Source: an optimization exercise on an open RTL-to-GDS flow (aim: small area, a short achievable clock period and few clock cycles). Production flows keep margins and buffers that such runs may drop.
In this exercise RTL edits were held to simulation tests only and were not proved equivalent to the original.
Power is estimated from default activity; no workload was simulated.

==> inputs of 04-11 <==
==> flow/design.v <==
package smme_pkg;
    localparam int unsigned FIELD_W = 32;
    localparam int unsigned ROW_W   = 5;
    typedef struct packed {
        logic [FIELD_W-1:0] base;
        logic [FIELD_W-1:0] expo;
        logic [FIELD_W-1:0] modulus;
        logic [5:0]         top;
        logic               empty;
    } t_job;
endpackage
module smme_step #(
    parameter int ARCH = 2
) (
    input  logic [31:0] i_r,
    input  logic        i_b,
    input  logic [31:0] i_y,
    input  logic [31:0] i_m,
    input  logic        i_mz,
    output logic [31:0] o_r
);
    logic [33:0] w_s;
    logic [34:0] w_d1, w_d2;
    logic        w_c0, w_c1, w_c2;
    smme_add #(34, ARCH) u_s (
        .i_a({1'b0, i_r, i_b}), .i_b({2'b00, i_y}), .i_c(1'b0),
        .o_s(w_s), .o_co(w_c0));
    smme_add #(35, ARCH) u_d1 (
        .i_a({1'b0, w_s}), .i_b(~{2'b00, i_mz, i_m}), .i_c(1'b1),
        .o_s(w_d1), .o_co(w_c1));
    smme_add #(35, ARCH) u_d2 (
        .i_a({1'b0, w_s}), .i_b(~{1'b0, i_mz, i_m, 1'b0}), .i_c(1'b1),
        .o_s(w_d2), .o_co(w_c2));
    assign o_r = !w_d2[34] ? w_d2[31:0] : (!w_d1[34] ? w_d1[31:0] : w_s[31:0]);
endmodule
module smme_add #(
    parameter int W = 32,
    parameter int ARCH = 1
) (
    input  logic [W-1:0] i_a,
    input  logic [W-1:0] i_b,
    input  logic         i_c,
    output logic [W-1:0] o_s,
    output logic         o_co
);
    logic [W-1:0] p, g, G, P;
    always_comb begin
        p = i_a ^ i_b;
        g = i_a & i_b;
        g[0] = g[0] | (p[0] & i_c);
        G = g;
        P = p;
        if (ARCH == 0) begin
            for (int i = 1; i < W; i++) begin
                G[i] = G[i] | (P[i] & G[i-1]);
                P[i] = P[i] & P[i-1];
            end
        end else if (ARCH == 1) begin
            for (int l = 0; (1 << l) < W; l++)
                for (int i = (2 << l) - 1; i < W; i += (2 << l)) begin
                    G[i] = G[i] | (P[i] & G[i - (1 << l)]);
                    P[i] = P[i] & P[i - (1 << l)];
                end
            for (int l = 6; l >= 0; l--)
                for (int i = 3 * (1 << l) - 1; i < W; i += (2 << l)) begin
                    G[i] = G[i] | (P[i] & G[i - (1 << l)]);
                    P[i] = P[i] & P[i - (1 << l)];
                end
        end else if (ARCH == 2) begin
            for (int l = 0; (1 << l) < W; l++)
                for (int i = 0; i < W; i++)
                    if ((i >> l) & 1) begin
                        G[i] = G[i] | (P[i] & G[((i >> l) << l) - 1]);
                        P[i] = P[i] & P[((i >> l) << l) - 1];
                    end
        end else begin
            for (int l = 0; (1 << l) < W; l++)
                for (int i = W - 1; i >= (1 << l); i--) begin
                    G[i] = G[i] | (P[i] & G[i - (1 << l)]);
                    P[i] = P[i] & P[i - (1 << l)];
                end
        end
        o_s[0] = p[0] ^ i_c;
        for (int i = 1; i < W; i++) o_s[i] = p[i] ^ G[i-1];
        o_co = G[W-1];
    end
endmodule
module square_multiply_modexp_trace #(
    parameter int unsigned EXP_WIDTH = 32,
    parameter int unsigned MOD_WIDTH = 32
) (
    input  logic         i_clk,
    input  logic         i_rst_n,
    input  logic         s_axis_tvalid,
    output logic         s_axis_tready,
    input  logic [95:0]  s_axis_tdata,
    output logic         m_axis_tvalid,
    input  logic         m_axis_tready,
    output logic [71:0]  m_axis_tdata,
    output logic         m_axis_tuser,
    output logic         m_axis_tlast
);
    logic q_idle, q_red, q_sqr, q_mul;
    logic [31:0] r_m;      
    logic        r_mz;     
    logic [31:0] r_e;      
    logic [31:0] r_b;      
    logic [31:0] r_acc;    
    logic [31:0] r_sq;     
    logic [4:0]  r_cnt;    
    logic        r_first;  
    logic        r_bz0;    
    logic [4:0]  r_pos;    
    logic [4:0]  r_row;
    logic        r_valid, r_bit, r_last, r_user;
    logic        r_sr, r_ar, r_ya, r_ys, r_bi;
    logic        r_srcb;   
    logic [31:0] w_r, w_y, w_res;
    assign w_r = ({32{r_sr}} & r_sq) | ({32{r_ar}} & r_acc);
    assign w_y = ({32{r_ya}} & r_acc) | ({32{r_ys}} & r_sq);
    smme_step u_step (
        .i_r(w_r), .i_b(r_bi), .i_y(w_y), .i_m(r_m), .i_mz(r_mz),
        .o_r(w_res)
    );
    logic [31:0] w_src;
    logic [4:0]  w_lead, w_next;
    logic        w_last, w_xn, w_mskip, w_jump;
    assign w_mskip = q_sqr && r_srcb;
    assign w_src = r_srcb ? r_b : r_acc;           
    always_comb begin
        w_lead = 5'd0;
        for (int k = 1; k < 32; k++)
            if (w_src[k]) w_lead = 5'(k);
    end
    assign w_last = r_first ? (w_src[31:1] == 31'd0 || (q_red && r_bz0))
                            : (r_cnt == 5'd0);
    assign w_jump = w_mskip && w_lead != 5'd0;
    assign w_next = (r_first || w_mskip ? w_lead : r_cnt) - 5'd1;
    assign w_xn   = w_src[w_next];
    logic w_op, w_hold, w_run, w_end, w_empty, w_tomul, w_emit, w_done, w_gosq, w_skip;
    assign w_op    = q_red | q_sqr | q_mul;
    assign w_hold  = r_valid && !m_axis_tready;    
    assign w_run   = w_op && !w_hold && !(q_red && w_last && !r_e[31] && r_pos != 5'd0);
    assign w_end   = w_run && w_last;
    assign w_empty = q_red && !r_e[31];            
    assign w_tomul = q_sqr && r_e[31];
    assign w_emit  = w_end && !w_tomul;            
    assign w_done  = w_emit && (w_empty || r_pos == 5'd0);   
    assign w_gosq  = w_emit && !w_done;
    assign w_skip  = q_red && !r_e[31] && r_pos != 5'd0;
    always_ff @(posedge i_clk) begin
        if (q_idle) begin
            r_m   <= s_axis_tdata[95:64];
            r_mz  <= (s_axis_tdata[95:64] == 32'd0);
            r_e   <= s_axis_tdata[63:32];
            r_b   <= s_axis_tdata[31:0];
            r_bz0 <= (s_axis_tdata[31:0] == 32'd0) || (s_axis_tdata[63:32] == 32'd0);
            r_first <= 1'b1;
            r_pos <= 5'd31;
            r_srcb <= 1'b1;
            r_sr <= 1'b0;
            r_ar <= 1'b0;
            r_ya <= 1'b0;
            r_ys <= 1'b0;
            r_bi <= (s_axis_tdata[31:0] != 32'd0) && (s_axis_tdata[63:32] != 32'd0);
        end else begin
            if (w_skip || w_gosq) begin
                r_e   <= {r_e[30:0], 1'b0};
                r_pos <= r_pos - 5'd1;
            end
            if (q_sqr && r_first && r_row == 5'd0) r_b <= r_acc;
            if (w_run) begin
                r_first <= w_end && !w_jump;
                r_cnt   <= w_next;
                if (w_end)
                    r_srcb <= w_tomul;
                else
                    r_srcb <= !q_sqr || (w_next == 5'd0 && r_e[31]);
                if (w_jump) begin
                    r_sr <= 1'b0;
                    r_ar <= 1'b1;
                    r_ya <= 1'b0;
                    r_ys <= w_xn;
                    r_bi <= 1'b0;
                end else if (w_end) begin
                    r_sr <= 1'b0;
                    r_ar <= 1'b0;
                    r_ya <= w_gosq;
                    r_ys <= w_tomul;
                    r_bi <= 1'b0;
                end else begin
                    r_sr <= q_sqr;
                    r_ar <= !q_sqr;
                    r_ya <= w_xn && q_sqr;
                    r_ys <= w_xn && q_mul;
                    r_bi <= w_xn && q_red;
                end
            end
        end
        if (w_run) begin
            if (q_sqr) begin
                r_sq <= w_res;
                if (w_end) r_acc <= w_res;
            end else begin
                r_acc <= w_res;
            end
        end
        if (w_emit) begin
            r_bit  <= !w_empty && (q_red || q_mul);
            r_row  <= q_red ? 5'd0 : r_row + 5'd1;
            r_last <= w_done;
            r_user <= w_empty;
        end
        if (!i_rst_n) begin
            q_idle  <= 1'b1;
            q_red   <= 1'b0;
            q_sqr   <= 1'b0;
            q_mul   <= 1'b0;
            r_valid <= 1'b0;
        end else begin
            r_valid <= w_emit || w_hold;
            if (q_idle && s_axis_tvalid) begin
                q_idle <= 1'b0;
                q_red  <= 1'b1;
            end
            if (w_end) begin
                q_red  <= 1'b0;
                q_sqr  <= w_gosq;
                q_mul  <= w_tomul;
                q_idle <= w_done;
            end
        end
    end
    assign s_axis_tready = q_idle;
    assign m_axis_tvalid = r_valid;
    assign m_axis_tdata  = {2'b00, r_row, r_acc,
                            (r_row == 5'd0) ? {31'd0, !r_user} : r_sq, r_bit};
    assign m_axis_tuser  = r_user;
    assign m_axis_tlast  = r_last;
endmodule
==> flow/flow/run.sh <==
#!/bin/bash
# Layout flow: the standard layout (standard.sh, ORFS from synthesis to
# finish, unchanged synthesis), except that every input and output port gets
# a sky130_fd_sc_hd__buf_1 as its port buffer instead of the default cell that
# buffer_ports picks. The full output goes to standard.log in the work folder;
# ORFS keeps each step's own log under orfs/logs.
set -euo pipefail
bash standard.sh "BUFFER_PORTS_ARGS=-buffer_cell sky130_fd_sc_hd__buf_1" finish > standard.log 2>&1
==> flow/standard.sh <==
#!/bin/bash
# synth_recipe.tcl (not shown) runs the flow's synth.tcl, then flattens the netlist and writes it again
# the make line also repeats each setting of config.mk as NAME=value (left out here)
make -C /OpenROAD-flow-scripts/flow DESIGN_CONFIG=/design/flow/config.mk WORK_HOME=/design/flow/orfs CLKGATE_MAP_FILE= SYNTH_SCRIPT=/design/flow/synth_recipe.tcl "${@:-finish}"
==> flow/config.mk <==
export PLATFORM = sky130hd
export DESIGN_NAME = square_multiply_modexp_trace
export DESIGN_NICKNAME = square_multiply_modexp_trace
export VERILOG_FILES = /design/flow/design.v
export SDC_FILE = /design/flow/constraint.sdc
export NUM_CORES = 4
export LEC_CHECK = 0
export CAP_MARGIN = 20
export CORE_MARGIN = 2
export CORE_UTILIZATION = 40
export CTS_BUF_LIST = sky130_fd_sc_hd__clkbuf_8
export CTS_CLUSTER_SIZE = 10
export SETUP_SLACK_MARGIN = 5
export SLEW_MARGIN = 20
==> flow/constraint.sdc <==
create_clock -name core_clock -period 11.0 [get_ports {i_clk}]
set_input_delay 2.2000 -clock core_clock [delete_from_list [all_inputs] [get_ports {i_clk}]]
set_output_delay 2.2000 -clock core_clock [all_outputs]
set_load 0.01 [all_outputs]
==> inputs of 03-08, as changes to 04-11 <==
==> flow/design.v, changed modules only <==
module square_multiply_modexp_trace #(
    parameter int unsigned EXP_WIDTH = 32,
    parameter int unsigned MOD_WIDTH = 32
) (
    input  logic         i_clk,
    input  logic         i_rst_n,
    input  logic         s_axis_tvalid,
    output logic         s_axis_tready,
    input  logic [95:0]  s_axis_tdata,
    output logic         m_axis_tvalid,
    input  logic         m_axis_tready,
    output logic [71:0]  m_axis_tdata,
    output logic         m_axis_tuser,
    output logic         m_axis_tlast
);
    logic q_idle, q_red, q_sqr, q_mul;
    logic [31:0] r_m;      
    logic        r_mz;     
    logic [31:0] r_e;      
    logic [31:0] r_b;      
    logic [31:0] r_acc;    
    logic [31:0] r_sq;     
    logic [4:0]  r_cnt;    
    logic        r_first;  
    logic        r_bz0;    
    logic [4:0]  r_pos;    
    logic [4:0]  r_row;
    logic        r_valid, r_bit, r_last, r_user;
    logic        r_sr, r_ar, r_ya, r_ys, r_bi;
    logic [31:0] w_r, w_y, w_res;
    assign w_r = ({32{r_sr}} & r_sq) | ({32{r_ar}} & r_acc);
    assign w_y = ({32{r_ya}} & r_acc) | ({32{r_ys}} & r_sq);
    smme_step u_step (
        .i_r(w_r), .i_b(r_bi), .i_y(w_y), .i_m(r_m), .i_mz(r_mz),
        .o_r(w_res)
    );
    logic [31:0] w_src;
    logic [4:0]  w_lead, w_next;
    logic        w_last, w_xn;
    assign w_src = q_sqr ? r_acc : r_b;            
    always_comb begin
        w_lead = 5'd0;
        for (int k = 1; k < 32; k++)
            if (w_src[k]) w_lead = 5'(k);
    end
    assign w_last = r_first ? (w_src[31:1] == 31'd0 || (q_red && r_bz0))
                            : (r_cnt == 5'd0);
    assign w_next = (r_first ? w_lead : r_cnt) - 5'd1;
    assign w_xn   = w_src[w_next];
    logic w_op, w_hold, w_run, w_end, w_empty, w_tomul, w_emit, w_done, w_gosq, w_skip;
    assign w_op    = q_red | q_sqr | q_mul;
    assign w_hold  = r_valid && !m_axis_tready;    
    assign w_run   = w_op && !w_hold && !(q_red && w_last && !r_e[31] && r_pos != 5'd0);
    assign w_end   = w_run && w_last;
    assign w_empty = q_red && !r_e[31];            
    assign w_tomul = q_sqr && r_e[31];
    assign w_emit  = w_end && !w_tomul;            
    assign w_done  = w_emit && (w_empty || r_pos == 5'd0);   
    assign w_gosq  = w_emit && !w_done;
    assign w_skip  = q_red && !r_e[31] && r_pos != 5'd0;
    always_ff @(posedge i_clk) begin
        if (q_idle) begin
            r_m   <= s_axis_tdata[95:64];
            r_mz  <= (s_axis_tdata[95:64] == 32'd0);
            r_e   <= s_axis_tdata[63:32];
            r_b   <= s_axis_tdata[31:0];
            r_bz0 <= (s_axis_tdata[31:0] == 32'd0) || (s_axis_tdata[63:32] == 32'd0);
            r_first <= 1'b1;
            r_pos <= 5'd31;
            r_sr <= 1'b0;
            r_ar <= 1'b0;
            r_ya <= 1'b0;
            r_ys <= 1'b0;
            r_bi <= (s_axis_tdata[31:0] != 32'd0) && (s_axis_tdata[63:32] != 32'd0);
        end else begin
            if (w_skip || w_gosq) begin
                r_e   <= {r_e[30:0], 1'b0};
                r_pos <= r_pos - 5'd1;
            end
            if (q_sqr && r_first && r_row == 5'd0) r_b <= r_acc;
            if (w_run) begin
                r_first <= w_end;
                r_cnt   <= w_next;
                if (w_end) begin
                    r_sr <= 1'b0;
                    r_ar <= 1'b0;
                    r_ya <= w_gosq;
                    r_ys <= w_tomul;
                    r_bi <= 1'b0;
                end else begin
                    r_sr <= q_sqr;
                    r_ar <= !q_sqr;
                    r_ya <= w_xn && q_sqr;
                    r_ys <= w_xn && q_mul;
                    r_bi <= w_xn && q_red;
                end
            end
        end
        if (w_run) begin
            if (q_sqr) begin
                r_sq <= w_res;
                if (w_end) r_acc <= w_res;
            end else begin
                r_acc <= w_res;
                if (w_end && q_red) r_sq <= {31'd0, !w_empty};
            end
        end
        if (w_emit) begin
            r_bit  <= !w_empty && (q_red || q_mul);
            r_row  <= q_red ? 5'd0 : r_row + 5'd1;
            r_last <= w_done;
            r_user <= w_empty;
        end
        if (!i_rst_n) begin
            q_idle  <= 1'b1;
            q_red   <= 1'b0;
            q_sqr   <= 1'b0;
            q_mul   <= 1'b0;
            r_valid <= 1'b0;
        end else begin
            r_valid <= w_emit || w_hold;
            if (q_idle && s_axis_tvalid) begin
                q_idle <= 1'b0;
                q_red  <= 1'b1;
            end
            if (w_end) begin
                q_red  <= 1'b0;
                q_sqr  <= w_gosq;
                q_mul  <= w_tomul;
                q_idle <= w_done;
            end
        end
    end
    assign s_axis_tready = q_idle;
    assign m_axis_tvalid = r_valid;
    assign m_axis_tdata  = {2'b00, r_row, r_acc, r_sq, r_bit};
    assign m_axis_tuser  = r_user;
    assign m_axis_tlast  = r_last;
endmodule
Settings changed: CORE_UTILIZATION 40 to 45, CTS_BUF_LIST sky130_fd_sc_hd__clkbuf_8 to not set, CTS_CLUSTER_SIZE 10 to not set.
==> inputs of 06-17, as changes to 04-11 <==
==> flow/design.v, changed modules only <==
module smme_step #(
    parameter int ARCH = 2
) (
    input  logic [31:0] i_r,
    input  logic        i_b,
    input  logic [31:0] i_y,
    input  logic [31:0] i_m,
    output logic [31:0] o_r
);
    logic [33:0] w_s;
    logic [34:0] w_d1, w_d2;
    logic        w_c0, w_c1, w_c2;
    smme_add #(34, ARCH) u_s (
        .i_a({1'b0, i_r, i_b}), .i_b({2'b00, i_y}), .i_c(1'b0),
        .o_s(w_s), .o_co(w_c0));
    smme_add #(35, ARCH) u_d1 (
        .i_a({1'b0, w_s}), .i_b(~{3'b000, i_m}), .i_c(1'b1),
        .o_s(w_d1), .o_co(w_c1));
    smme_add #(35, ARCH) u_d2 (
        .i_a({1'b0, w_s}), .i_b(~{2'b00, i_m, 1'b0}), .i_c(1'b1),
        .o_s(w_d2), .o_co(w_c2));
    assign o_r = !w_d2[34] ? w_d2[31:0] : (!w_d1[34] ? w_d1[31:0] : w_s[31:0]);
endmodule
module square_multiply_modexp_trace #(
    parameter int unsigned EXP_WIDTH = 32,
    parameter int unsigned MOD_WIDTH = 32
) (
    input  logic         i_clk,
    input  logic         i_rst_n,
    input  logic         s_axis_tvalid,
    output logic         s_axis_tready,
    input  logic [95:0]  s_axis_tdata,
    output logic         m_axis_tvalid,
    input  logic         m_axis_tready,
    output logic [71:0]  m_axis_tdata,
    output logic         m_axis_tuser,
    output logic         m_axis_tlast
);
    logic q_idle, q_red, q_sqr, q_mul;
    logic [31:0] r_m;      
    logic [32:0] r_e;      
    logic        r_ez;     
    logic [31:0] r_b;      
    logic [31:0] r_acc;    
    logic [31:0] r_sq;     
    logic [4:0]  r_cnt;    
    logic        r_first;  
    logic        r_bz0;    
    logic [4:0]  r_row;
    logic        r_valid, r_bit, r_last, r_user;
    logic        r_sr, r_ar, r_ya, r_ys, r_bi;
    logic        r_srcb;   
    logic [31:0] w_r, w_y, w_res;
    assign w_r = ({32{r_sr}} & r_sq) | ({32{r_ar}} & r_acc);
    assign w_y = ({32{r_ya}} & r_acc) | ({32{r_ys}} & r_sq);
    smme_step u_step (
        .i_r(w_r), .i_b(r_bi), .i_y(w_y), .i_m(r_m),
        .o_r(w_res)
    );
    logic [31:0] w_src;
    logic [4:0]  w_lead, w_next;
    logic        w_last, w_xn, w_mskip, w_jump;
    assign w_mskip = q_sqr && r_srcb;
    assign w_src = r_srcb ? r_b : r_acc;           
    always_comb begin
        w_lead = 5'd0;
        for (int k = 1; k < 32; k++)
            if (w_src[k]) w_lead = 5'(k);
    end
    assign w_last = r_first ? (w_src[31:1] == 31'd0 || (q_red && r_bz0))
                            : (r_cnt == 5'd0);
    assign w_jump = w_mskip && w_lead != 5'd0;
    assign w_next = (r_first || w_mskip ? w_lead : r_cnt) - 5'd1;
    assign w_xn   = w_src[w_next];
    logic w_op, w_hold, w_run, w_end, w_empty, w_tomul, w_emit, w_done, w_gosq, w_skip;
    logic w_ebit, w_elast;
    assign w_ebit  = r_e[32];                      
    assign w_elast = (r_e[31:0] == 32'h8000_0000);   
    assign w_op    = q_red | q_sqr | q_mul;
    assign w_hold  = r_valid && !m_axis_tready;    
    assign w_run   = w_op && !w_hold && !(q_red && w_last && !w_ebit && !r_ez);
    assign w_end   = w_run && w_last;
    assign w_empty = q_red && r_ez;                
    assign w_tomul = q_sqr && w_ebit;
    assign w_emit  = w_end && !w_tomul;            
    assign w_done  = w_emit && (w_empty || w_elast);   
    assign w_gosq  = w_emit && !w_done;
    assign w_skip  = q_red && !w_ebit && !r_ez;
    always_ff @(posedge i_clk) begin
        if (q_idle) begin
            r_m   <= s_axis_tdata[95:64];
            r_e   <= {s_axis_tdata[63:32], 1'b1};
            r_ez  <= (s_axis_tdata[63:32] == 32'd0);
            r_b   <= s_axis_tdata[31:0];
            r_bz0 <= (s_axis_tdata[31:0] == 32'd0) || (s_axis_tdata[63:32] == 32'd0);
            r_first <= 1'b1;
            r_srcb <= 1'b1;
            r_sr <= 1'b0;
            r_ar <= 1'b0;
            r_ya <= 1'b0;
            r_ys <= 1'b0;
            r_bi <= (s_axis_tdata[31:0] != 32'd0) && (s_axis_tdata[63:32] != 32'd0);
        end else begin
            if (w_skip || w_gosq) r_e <= {r_e[31:0], 1'b0};
            if (q_sqr && r_first && r_row == 5'd0) r_b <= r_acc;
            if (w_run) begin
                r_first <= w_end && !w_jump;
                r_cnt   <= w_next;
                if (w_end)
                    r_srcb <= w_tomul;
                else
                    r_srcb <= !q_sqr || (w_next == 5'd0 && w_ebit);
                if (w_jump) begin
                    r_sr <= 1'b0;
                    r_ar <= 1'b1;
                    r_ya <= 1'b0;
                    r_ys <= w_xn;
                    r_bi <= 1'b0;
                end else if (w_end) begin
                    r_sr <= 1'b0;
                    r_ar <= 1'b0;
                    r_ya <= w_gosq;
                    r_ys <= w_tomul;
                    r_bi <= 1'b0;
                end else begin
                    r_sr <= q_sqr;
                    r_ar <= !q_sqr;
                    r_ya <= w_xn && q_sqr;
                    r_ys <= w_xn && q_mul;
                    r_bi <= w_xn && q_red;
                end
            end
        end
        if (w_run) begin
            if (q_sqr) begin
                r_sq <= w_res;
                if (w_end) r_acc <= w_res;
            end else begin
                r_acc <= w_res;
            end
        end
        if (w_emit) begin
            r_bit  <= !w_empty && (q_red || q_mul);
            r_row  <= q_red ? 5'd0 : r_row + 5'd1;
            r_last <= w_done;
            r_user <= w_empty;
        end
        if (!i_rst_n) begin
            q_idle  <= 1'b1;
            q_red   <= 1'b0;
            q_sqr   <= 1'b0;
            q_mul   <= 1'b0;
            r_valid <= 1'b0;
        end else begin
            r_valid <= w_emit || w_hold;
            if (q_idle && s_axis_tvalid) begin
                q_idle <= 1'b0;
                q_red  <= 1'b1;
            end
            if (w_end) begin
                q_red  <= 1'b0;
                q_sqr  <= w_gosq;
                q_mul  <= w_tomul;
                q_idle <= w_done;
            end
        end
    end
    assign s_axis_tready = q_idle;
    assign m_axis_tvalid = r_valid;
    assign m_axis_tdata  = {2'b00, r_row, r_acc,
                            (r_row == 5'd0) ? {31'd0, !r_user} : r_sq, r_bit};
    assign m_axis_tuser  = r_user;
    assign m_axis_tlast  = r_last;
endmodule
Settings changed: CTS_BUF_LIST sky130_fd_sc_hd__clkbuf_8 to not set, CTS_CLUSTER_SIZE 10 to not set.
==> inputs of 06-06, as changes to 04-11 <==
==> flow/design.v, changed modules only <==
module smme_step #(
    parameter int ARCH = 2
) (
    input  logic [31:0] i_r,
    input  logic        i_b,
    input  logic [31:0] i_y,
    input  logic [31:0] i_m,
    output logic [31:0] o_r
);
    logic [33:0] w_s;
    logic [34:0] w_d1, w_d2;
    logic        w_c0, w_c1, w_c2;
    smme_add #(34, ARCH) u_s (
        .i_a({1'b0, i_r, i_b}), .i_b({2'b00, i_y}), .i_c(1'b0),
        .o_s(w_s), .o_co(w_c0));
    smme_add #(35, ARCH) u_d1 (
        .i_a({1'b0, w_s}), .i_b(~{3'b000, i_m}), .i_c(1'b1),
        .o_s(w_d1), .o_co(w_c1));
    smme_add #(35, ARCH) u_d2 (
        .i_a({1'b0, w_s}), .i_b(~{2'b00, i_m, 1'b0}), .i_c(1'b1),
        .o_s(w_d2), .o_co(w_c2));
    assign o_r = !w_d2[34] ? w_d2[31:0] : (!w_d1[34] ? w_d1[31:0] : w_s[31:0]);
endmodule
module square_multiply_modexp_trace #(
    parameter int unsigned EXP_WIDTH = 32,
    parameter int unsigned MOD_WIDTH = 32
) (
    input  logic         i_clk,
    input  logic         i_rst_n,
    input  logic         s_axis_tvalid,
    output logic         s_axis_tready,
    input  logic [95:0]  s_axis_tdata,
    output logic         m_axis_tvalid,
    input  logic         m_axis_tready,
    output logic [71:0]  m_axis_tdata,
    output logic         m_axis_tuser,
    output logic         m_axis_tlast
);
    logic q_idle, q_red, q_sqr, q_mul;
    logic [31:0] r_m;      
    logic [32:0] r_e;      
    logic        r_ez;     
    logic [31:0] r_b;      
    logic [31:0] r_acc;    
    logic [31:0] r_sq;     
    logic [4:0]  r_cnt;    
    logic        r_first;  
    logic        r_bz0;    
    logic [4:0]  r_row;
    logic        r_valid, r_bit, r_last, r_user;
    logic        r_sr, r_ar, r_ya, r_ys, r_bi;
    logic        r_srcb;   
    logic [31:0] w_r, w_y, w_res;
    assign w_r = ({32{r_sr}} & r_sq) | ({32{r_ar}} & r_acc);
    assign w_y = ({32{r_ya}} & r_acc) | ({32{r_ys}} & r_sq);
    smme_step u_step (
        .i_r(w_r), .i_b(r_bi), .i_y(w_y), .i_m(r_m),
        .o_r(w_res)
    );
    logic [31:0] w_src;
    logic [4:0]  w_lead, w_next;
    logic        w_last, w_xn, w_mskip, w_jump;
    assign w_mskip = q_sqr && r_srcb;
    assign w_src = r_srcb ? r_b : r_acc;           
    always_comb begin
        w_lead = 5'd0;
        for (int k = 1; k < 32; k++)
            if (w_src[k]) w_lead = 5'(k);
    end
    assign w_last = r_first ? (w_src[31:1] == 31'd0 || (q_red && r_bz0))
                            : (r_cnt == 5'd0);
    assign w_jump = w_mskip && w_lead != 5'd0;
    assign w_next = (r_first || w_mskip ? w_lead : r_cnt) - 5'd1;
    assign w_xn   = w_src[w_next];
    logic w_op, w_hold, w_run, w_end, w_empty, w_tomul, w_emit, w_done, w_gosq, w_skip;
    logic w_ebit, w_elast;
    assign w_ebit  = r_e[32];                      
    assign w_elast = (r_e[31:0] == 32'h8000_0000);   
    assign w_op    = q_red | q_sqr | q_mul;
    assign w_hold  = r_valid && !m_axis_tready;    
    assign w_run   = w_op && !w_hold && !(q_red && w_last && !w_ebit && !r_ez);
    assign w_end   = w_run && w_last;
    assign w_empty = q_red && r_ez;                
    assign w_tomul = q_sqr && w_ebit;
    assign w_emit  = w_end && !w_tomul;            
    assign w_done  = w_emit && (w_empty || w_elast);   
    assign w_gosq  = w_emit && !w_done;
    assign w_skip  = q_red && !w_ebit && !r_ez;
    always_ff @(posedge i_clk) begin
        if (q_idle) begin
            r_m   <= s_axis_tdata[95:64];
            r_e   <= {s_axis_tdata[63:32], 1'b1};
            r_ez  <= (s_axis_tdata[63:32] == 32'd0);
            r_b   <= s_axis_tdata[31:0];
            r_bz0 <= (s_axis_tdata[31:0] == 32'd0) || (s_axis_tdata[63:32] == 32'd0);
            r_first <= 1'b1;
            r_srcb <= 1'b1;
            r_sr <= 1'b0;
            r_ar <= 1'b0;
            r_ya <= 1'b0;
            r_ys <= 1'b0;
            r_bi <= (s_axis_tdata[31:0] != 32'd0) && (s_axis_tdata[63:32] != 32'd0);
        end else begin
            if (w_skip || w_gosq) r_e <= {r_e[31:0], 1'b0};
            if (q_sqr && r_first && r_row == 5'd0) r_b <= r_acc;
            if (w_run) begin
                r_first <= w_end && !w_jump;
                r_cnt   <= w_next;
                if (w_end)
                    r_srcb <= w_tomul;
                else
                    r_srcb <= !q_sqr || (w_next == 5'd0 && w_ebit);
                if (w_jump) begin
                    r_sr <= 1'b0;
                    r_ar <= 1'b1;
                    r_ya <= 1'b0;
                    r_ys <= w_xn;
                    r_bi <= 1'b0;
                end else if (w_end) begin
                    r_sr <= 1'b0;
                    r_ar <= 1'b0;
                    r_ya <= w_gosq;
                    r_ys <= w_tomul;
                    r_bi <= 1'b0;
                end else begin
                    r_sr <= q_sqr;
                    r_ar <= !q_sqr;
                    r_ya <= w_xn && q_sqr;
                    r_ys <= w_xn && q_mul;
                    r_bi <= w_xn && q_red;
                end
            end
        end
        if (w_run) begin
            if (q_sqr) begin
                r_sq <= w_res;
                if (w_end) r_acc <= w_res;
            end else begin
                r_acc <= w_res;
            end
        end
        if (w_emit) begin
            r_bit  <= !w_empty && (q_red || q_mul);
            r_row  <= q_red ? 5'd0 : r_row + 5'd1;
            r_last <= w_done;
            r_user <= w_empty;
        end
        if (!i_rst_n) begin
            q_idle  <= 1'b1;
            q_red   <= 1'b0;
            q_sqr   <= 1'b0;
            q_mul   <= 1'b0;
            r_valid <= 1'b0;
        end else begin
            r_valid <= w_emit || w_hold;
            if (q_idle && s_axis_tvalid) begin
                q_idle <= 1'b0;
                q_red  <= 1'b1;
            end
            if (w_end) begin
                q_red  <= 1'b0;
                q_sqr  <= w_gosq;
                q_mul  <= w_tomul;
                q_idle <= w_done;
            end
        end
    end
    assign s_axis_tready = q_idle;
    assign m_axis_tvalid = r_valid;
    assign m_axis_tdata  = {2'b00, r_row, r_acc,
                            (r_row == 5'd0) ? {31'd0, !r_user} : r_sq, r_bit};
    assign m_axis_tuser  = r_user;
    assign m_axis_tlast  = r_last;
endmodule
Settings changed: CORE_UTILIZATION 40 to 45, CTS_CLUSTER_SIZE 10 to 6, PLACE_DENSITY set to 0.7.
==> summary of the runs <==
- Global-route usage, highest first: 03-08, 06-06, 04-11, 06-17.
- The lowest routed wire length belongs to 06-06, the highest to 03-08.
- Final cell count, lowest first: 06-06, 03-08, 04-11, 06-17.
- Clock-buffer cell count is the same in 04-11 and 06-06.
- Of 06-06 and 04-11, 04-11 has the higher worst hold slack (gap 0.018 ns).
- The lowest clock power belongs to 06-06, the highest to 03-08.
Testbench counts of 04-11, summed over its fixed seeds: cycles 105,102.
Testbench counts of 03-08, summed over its fixed seeds: cycles 106,295.
Testbench counts of 06-17, summed over its fixed seeds: cycles 105,102.
Testbench counts of 06-06, summed over its fixed seeds: cycles 105,102.

-- what the ideal ports hide --
The flow's constraints put no driver on any port. The routed layouts listed below were extracted and timed again, unchanged, in two steps. Step 1 (the two cells are an assumption about what drives the block):
set clk [get_ports {i_clk}]
set_driving_cell -lib_cell sky130_fd_sc_hd__clkbuf_16 $clk
set_driving_cell -lib_cell sky130_fd_sc_hd__buf_2 [delete_from_list [all_inputs] $clk]
Step 2 also shifts input and output timing later by t, the mid clock arrival at the registers, as if the neighbouring blocks saw the same clock. Slacks: ideal ports / drivers / drivers and shift; pairs: ideal ports / drivers.
| run | t, ns | slack for setup (ns) | worst hold slack (ns) |
|---|---|---|---|
| 04-11 | 0.552 | 5.230 / 5.230 / 5.230 | 0.531 / 0.531 / 0.531 |
| 03-08 | 0.506 | 5.167 / 5.167 / 5.167 | 0.530 / 0.530 / 0.530 |
| 06-17 | 0.516 | 5.166 / 5.166 / 5.166 | 0.510 / 0.510 / 0.510 |
| 06-06 | 0.534 | 5.244 / 5.244 / 5.244 | 0.513 / 0.513 / 0.513 |
After both steps every run listed still meets setup and hold.
